This design comes from an exercise in tuning for small area, a short achievable clock period and few clock cycles per item on the open sky130 flow, not from production work.
RTL that was checked went through simulation tests only; none was proved equivalent to the original.

==> inputs of job 4711 <==
## lidar_polar_to_pixel
module lidar_polar_to_pixel (
    input  logic        clk,
    input  logic        rst_n,
    input  logic        s_axis_tvalid,
    output logic        s_axis_tready,
    input  logic [39:0] s_axis_tdata,
    input  logic        s_axis_tuser,
    output logic        m_axis_tvalid,
    input  logic        m_axis_tready,
    output logic [39:0] m_axis_tdata,
    output logic        m_axis_tuser,
    input  logic        cfg_we,
    input  logic [1:0]  cfg_index,
    input  logic [23:0] cfg_data
);
    localparam logic [23:0] SCALE_RESET  = 24'd65536;
    localparam logic [11:0] CENTRE_X_RST = 12'd400;
    localparam logic [11:0] CENTRE_Y_RST = 12'd300;
    localparam logic [1:0] REG_PIXEL_SCALE = 2'd0;
    localparam logic [1:0] REG_CENTRE_X    = 2'd1;
    localparam logic [1:0] REG_CENTRE_Y    = 2'd2;
    function automatic logic [29:0] atan_q30(input int i);
        logic [29:0] r;
        case (i)
            0:       r = 30'd843314857;
            1:       r = 30'd497837829;
            2:       r = 30'd263043837;
            3:       r = 30'd133525159;
            4:       r = 30'd67021687;
            5:       r = 30'd33543516;
            6:       r = 30'd16775851;
            7:       r = 30'd8388437;
            8:       r = 30'd4194283;
            9:       r = 30'd2097149;
            10:      r = 30'd1048576;
            11:      r = 30'd524288;
            12:      r = 30'd262144;
            13:      r = 30'd131072;
            14:      r = 30'd65536;
            15:      r = 30'd32768;
            default: r = 30'd0;
        endcase
        atan_q30 = r;
    endfunction
    function automatic logic [4:0] sig_prefix(input logic [12:0] r);
        logic [4:0] c;
        if (r <= 13'd54) c = 5'b00010;
        else if (r <= 13'd281) c = 5'b00011;
        else if (r <= 13'd508) c = 5'b00100;
        else if (r <= 13'd737) c = 5'b00101;
        else if (r <= 13'd966) c = 5'b00110;
        else if (r <= 13'd1179) c = 5'b00111;
        else if (r <= 13'd1393) c = 5'b01000;
        else if (r <= 13'd1622) c = 5'b01001;
        else if (r <= 13'd1851) c = 5'b01010;
        else if (r <= 13'd2078) c = 5'b01011;
  ...
==> module lpp_add, before the edit <==
module lpp_add #(
    parameter int W = 32
) (
    input  logic [W-1:0] a,
    input  logic [W-1:0] b,
    input  logic         ci,
    input  logic         inv,
    output logic [W-1:0] s
);
    function automatic int levels(input int n);
        int l;
        l = 0;
        for (int k = 0; k < 32; k++)
            if ((1 << k) < n)
                l = k + 1;
        levels = l;
    endfunction
    localparam int L = levels(W + 1);
    logic [W:0] g [0:L];
    logic [W:0] p [0:L];
    logic [W-1:0] hx;
    assign hx      = a ^ b;
    assign g[0][0] = ci;
    assign p[0][0] = 1'b0;
    assign g[0][W:1] = a & b;
    assign p[0][W:1] = hx;
    for (genvar l = 0; l < L; l++)
    begin : g_lvl
        for (genvar i = 0; i <= W; i++)
        begin : g_bit
            if (((i >> l) & 1) == 1)
            begin : g_node
                localparam int J = ((i >> l) << l) - 1;
                assign g[l + 1][i] = g[l][i] | (p[l][i] & g[l][J]);
                assign p[l + 1][i] = p[l][i] & p[l][J];
            end
            else
            begin : g_pass
                assign g[l + 1][i] = g[l][i];
                assign p[l + 1][i] = p[l][i];
            end
        end
    end
    assign s = (hx ^ {W{inv}}) ^ g[L][W-1:0];
endmodule
clock: 10.0 ns
lec_check: 0
cap_margin: 20
core_margin: 2
core_utilization: 40
slew_margin: 20
standard.sh (not shown) runs the stock make flow with config.mk's settings and CLKGATE_MAP_FILE= SYNTH_SCRIPT=/design/flow/synth_recipe.tcl, a recipe that flattens the netlist after the stock synthesis.
==> flow/flow/run.sh <==
#!/bin/bash
# The standard layout, with timing repair aimed at a 3.6 ns period (the
# clock and constraints stay the design's: only repair_timing's setup
# margin changes).
set -euo pipefail
bash standard.sh SETUP_SLACK_MARGIN=6.4 finish > standard.log 2>&1
==> job 9330: changes against job 4711 <==
--- a/flow/design.v
+++ b/flow/design.v
@@ -100,11 +100,3 @@
 );
-    function automatic int levels(input int n);
-        int l;
-        l = 0;
-        for (int k = 0; k < 32; k++)
-            if ((1 << k) < n)
-                l = k + 1;
-        levels = l;
-    endfunction
-    localparam int L = levels(W + 1);
+    localparam int L = $clog2(W + 1);
     logic [W:0] g [0:L];
==> flow/run.sh (new file) <==
#!/bin/bash
# synth_recipe.tcl (not shown) runs the flow's synth.tcl, then flattens the netlist and writes it again
# the make line also repeats each setting of config.mk as NAME=value (left out here)
make -C /OpenROAD-flow-scripts/flow DESIGN_CONFIG=/design/flow/config.mk WORK_HOME=/design/flow/orfs CLKGATE_MAP_FILE= SYNTH_SCRIPT=/design/flow/synth_recipe.tcl finish
--- a/flow/config.mk
+++ b/flow/config.mk
@@ -10,2 +10,3 @@
 export CORE_UTILIZATION = 40
+export SETUP_SLACK_MARGIN = 5
 export SLEW_MARGIN = 20
removed: flow/flow/run.sh
removed: flow/standard.sh
==> comparison table <==
Vias in the first global route: job 9330 84100; job 4711 85600
Area delta synth->final: job 9330 10.5%; job 4711 17.8%
Syn Area/Cell: job 9330 11.6 um2; job 4711 11.8 um2
Number of buffers inserted by post-CTS setup repair: job 9330 0; job 4711 407
DRC marker count from the first detailed-route iteration: job 9330 4924; job 4711 4570
Compound-gate portion of the synthesized area: job 9330 0.105; job 4711 0.109
Total core area: job 9330 321000 um2; job 4711 320000 um2
Count of cells along the worst register-to-register path: job 9330 15; job 4711 17
Data required time of the worst path: job 9330 10.57 ns; job 4711 10.58 ns
Pin count of the biggest net entering global routing: job 9330 162; job 4711 187
Cells after synthesis: job 9330 11100; job 4711 10900
Outcome: job 9330 no timing/DRC/antenna violations; job 4711 no timing/DRC/antenna violations
Multi-input logic cell count: job 9330 7671; job 4711 7510
Testbench counts of job 4711, summed over its fixed seeds: cycles 8,168, items 8,000.
Only the layout flow was run in job 9330; the RTL was not checked for function there.

========
==> try-cedar: inputs <==
lidar_polar_to_pixel, a different RTL version from the one above (not shown whole).
Design lidar_polar_to_pixel, start of the top module:
module lidar_polar_to_pixel (
    input  logic        clk,
    input  logic        rst_n,
    input  logic        s_axis_tvalid,
    output logic        s_axis_tready,
    input  logic [39:0] s_axis_tdata,
    input  logic        s_axis_tuser,
    output logic        m_axis_tvalid,
    input  logic        m_axis_tready,
    output logic [39:0] m_axis_tdata,
    output logic        m_axis_tuser,
    input  logic        cfg_we,
    input  logic [1:0]  cfg_index,
    input  logic [23:0] cfg_data
);
export LEC_CHECK = 0
export CAP_MARGIN = 20
export CORE_MARGIN = 2
export CORE_UTILIZATION = 60
export PLACE_DENSITY = 0.72
export SLEW_MARGIN = 20
create_clock -name core_clock -period 10.0 [get_ports {clk}]
run.sh (not shown) runs the stock make flow with config.mk's settings and CLKGATE_MAP_FILE= SYNTH_SCRIPT=/design/flow/synth_recipe.tcl, a recipe that flattens the netlist after the stock synthesis.
Stock flow here: none of the scripts above is used.
==> try-juniper (differences from try-cedar) <==
--- a/flow/config.mk
+++ b/flow/config.mk
@@ -7,6 +7,5 @@
 export LEC_CHECK = 0
 export CAP_MARGIN = 20
 export CORE_MARGIN = 2
-export CORE_UTILIZATION = 60
-export PLACE_DENSITY = 0.72
+export CORE_UTILIZATION = 40
 export SLEW_MARGIN = 20
==> flow_metrics.py <==
metrics = {
    "run_status": {
        "outcome": "no timing/DRC/antenna violations",
    },
    "clocking": {
        "insertion_delay_ns": 0.92,
    },
    "finish": {
        "finalInstanceArea_sq_mm": 0.149,
        "insertedDiodeCount": 5,
    },
    "worst_setup_path": {
        "cp_num_buf_inv": 1,
    },
    "placement": {
        "place_congestion": 0.851,
    },
    "floorplanning": {
        "fp.dieW_um": 587,
    },
    "grt": {
        "grt_util_met1_pct": 23.6,
        "met2_usage_pct": 28.7,
    },
}
-- figures above: try-juniper

==> flow_metrics.py <==
metrics = {
    "grt": {
        "grt_util_met1_pct": 35.4,
        "grt_start_max_net_pins": 180,
        "met2_usage_pct": 45.0,
    },
    "floorplanning": {
        "fp.dieW_um": 480,
    },
    "finish": {
        "final_cell_count_no_fill": 15700,
        "finalInstanceArea_sq_mm": 0.147,
        "insertedDiodeCount": 4,
    },
    "run_status": {
        "outcome": "no timing/DRC/antenna violations",
    },
    "logic_synthesis": {
        "yosys_most_used_dff": "edfxtp_1",
    },
    "placement": {
        "place_congestion": 0.906,
    },
    "worst_setup_path": {
        "cp-end-kind": "flip-flop",
    },
}
-- figures above: try-cedar

No run of this note included a check of the RTL's function; only the layout flow was run.

========
==> inputs of violet <==
lidar_polar_to_pixel, a different RTL version from the one above (not shown whole).
clock: 10.0 ns
lec_check: 0
cap_margin: 20
core_margin: 2
core_utilization: 40
slew_margin: 20
synth_hierarchical: 1
standard.sh (not shown) runs the stock make flow with config.mk's settings and CLKGATE_MAP_FILE= SYNTH_SCRIPT=/design/flow/synth_recipe.tcl, a recipe that flattens the netlist after the stock synthesis.
==> flow/flow/run.sh <==
#!/bin/bash
# The standard layout, with timing repair after placement aimed at a
# 3.3 ns period. The clock and constraints stay the design's: only
# repair_timing's setup margin changes. Synthesis and floorplan run first,
# the floorplan removing synthesis buffers rather than repairing timing
# (that repair cannot buffer, so it only spins on the pipeline enable net);
# placement re-buffers.
set -euo pipefail
bash standard.sh REMOVE_ABC_BUFFERS=1 floorplan > standard_floorplan.log 2>&1
bash standard.sh SETUP_SLACK_MARGIN=6.7 finish > standard_finish.log 2>&1
==> inputs of xenon, as changes to violet <==
==> flow/flow/run.sh (replaced) <==
#!/bin/bash
# The standard layout, with timing repair after placement aimed at a
# 3.6 ns period. The clock and constraints stay the design's: only
# repair_timing's setup margin changes. Synthesis and floorplan run first,
# the floorplan removing synthesis buffers rather than repairing timing
# (that repair cannot buffer, so it only spins on the pipeline enable net);
# placement re-buffers.
set -euo pipefail
bash standard.sh REMOVE_ABC_BUFFERS=1 floorplan > standard_floorplan.log 2>&1
bash standard.sh SETUP_SLACK_MARGIN=6.4 finish > standard_finish.log 2>&1
Settings changed: CTS_CLUSTER_DIAMETER set to 120, CTS_CLUSTER_SIZE set to 22.
==> run summary <==
                                                             xenon                   violet
Headroom to the max-slew limit                                 29.7%                    22.8%
Post-DR wirelength/cell                                      19.0 um                  19.3 um
Data arrival time of the worst path                          4.48 ns                  4.43 ns
Number of H-tree levels                                            3                        4
Run status                                   complete, no violations  complete, no violations
Final period utilization                                       38.4%                    38.1%
Clock buffers and inverters, area share                        2.01%                    4.47%
Via density                                                     5.16                     5.16
Total clock buffers created by CTS                               106                      222
Delay of the slowest cell on the worst path                  0.53 ns                  0.51 ns
Final core occ                                                 45.2%                    48.7%
Multi-input combinational area share                           48.7%                    47.5%
Testbench counts of violet, summed over its fixed seeds: cycles 8,176, items 8,000.
Testbench counts of xenon, summed over its fixed seeds: cycles 8,176, items 8,000.

-- port drivers added, routing unchanged --
In the flow no input, the clock included, has a driving cell. The finished layouts below were timed again as built, in two steps. Step 1 assumes that a clkbuf_16 drives the clock port and a buf_2 every other input. Step 2 times the ports against the registers' clock, not the clock port: input delays grow and output delays shrink by t, the midpoint of the rising clock arrivals with the driver on. Three values: ideal ports, drivers, drivers and shift; two values: the first two.
run	t (ns)	setup slack, ns	hold slack, ns	worst setup path at the end
job 4711	0.945	5.969 / 5.969 / 5.969	0.399 / 0.399 / 0.399	register to register
job 9330	0.945	5.317 / 5.317 / 5.317	0.380 / 0.380 / 0.380	register to register
try-cedar	0.932	4.221 / 4.221 / 4.221	0.360 / 0.360 / 0.360	register to register
try-juniper	0.972	4.434 / 4.434 / 4.434	0.361 / 0.361 / 0.361	register to register
violet	0.993	6.192 / 6.192 / 6.173	0.351 / 0.351 / 0.351	input to register
xenon	0.929	6.160 / 6.160 / 6.003	0.340 / 0.340 / 0.340	input to register
After both steps setup and hold are still met in every run listed. The setup slack of xenon, which loses most, moves by 0.000 ns with the drivers and by -0.157 ns with both steps.
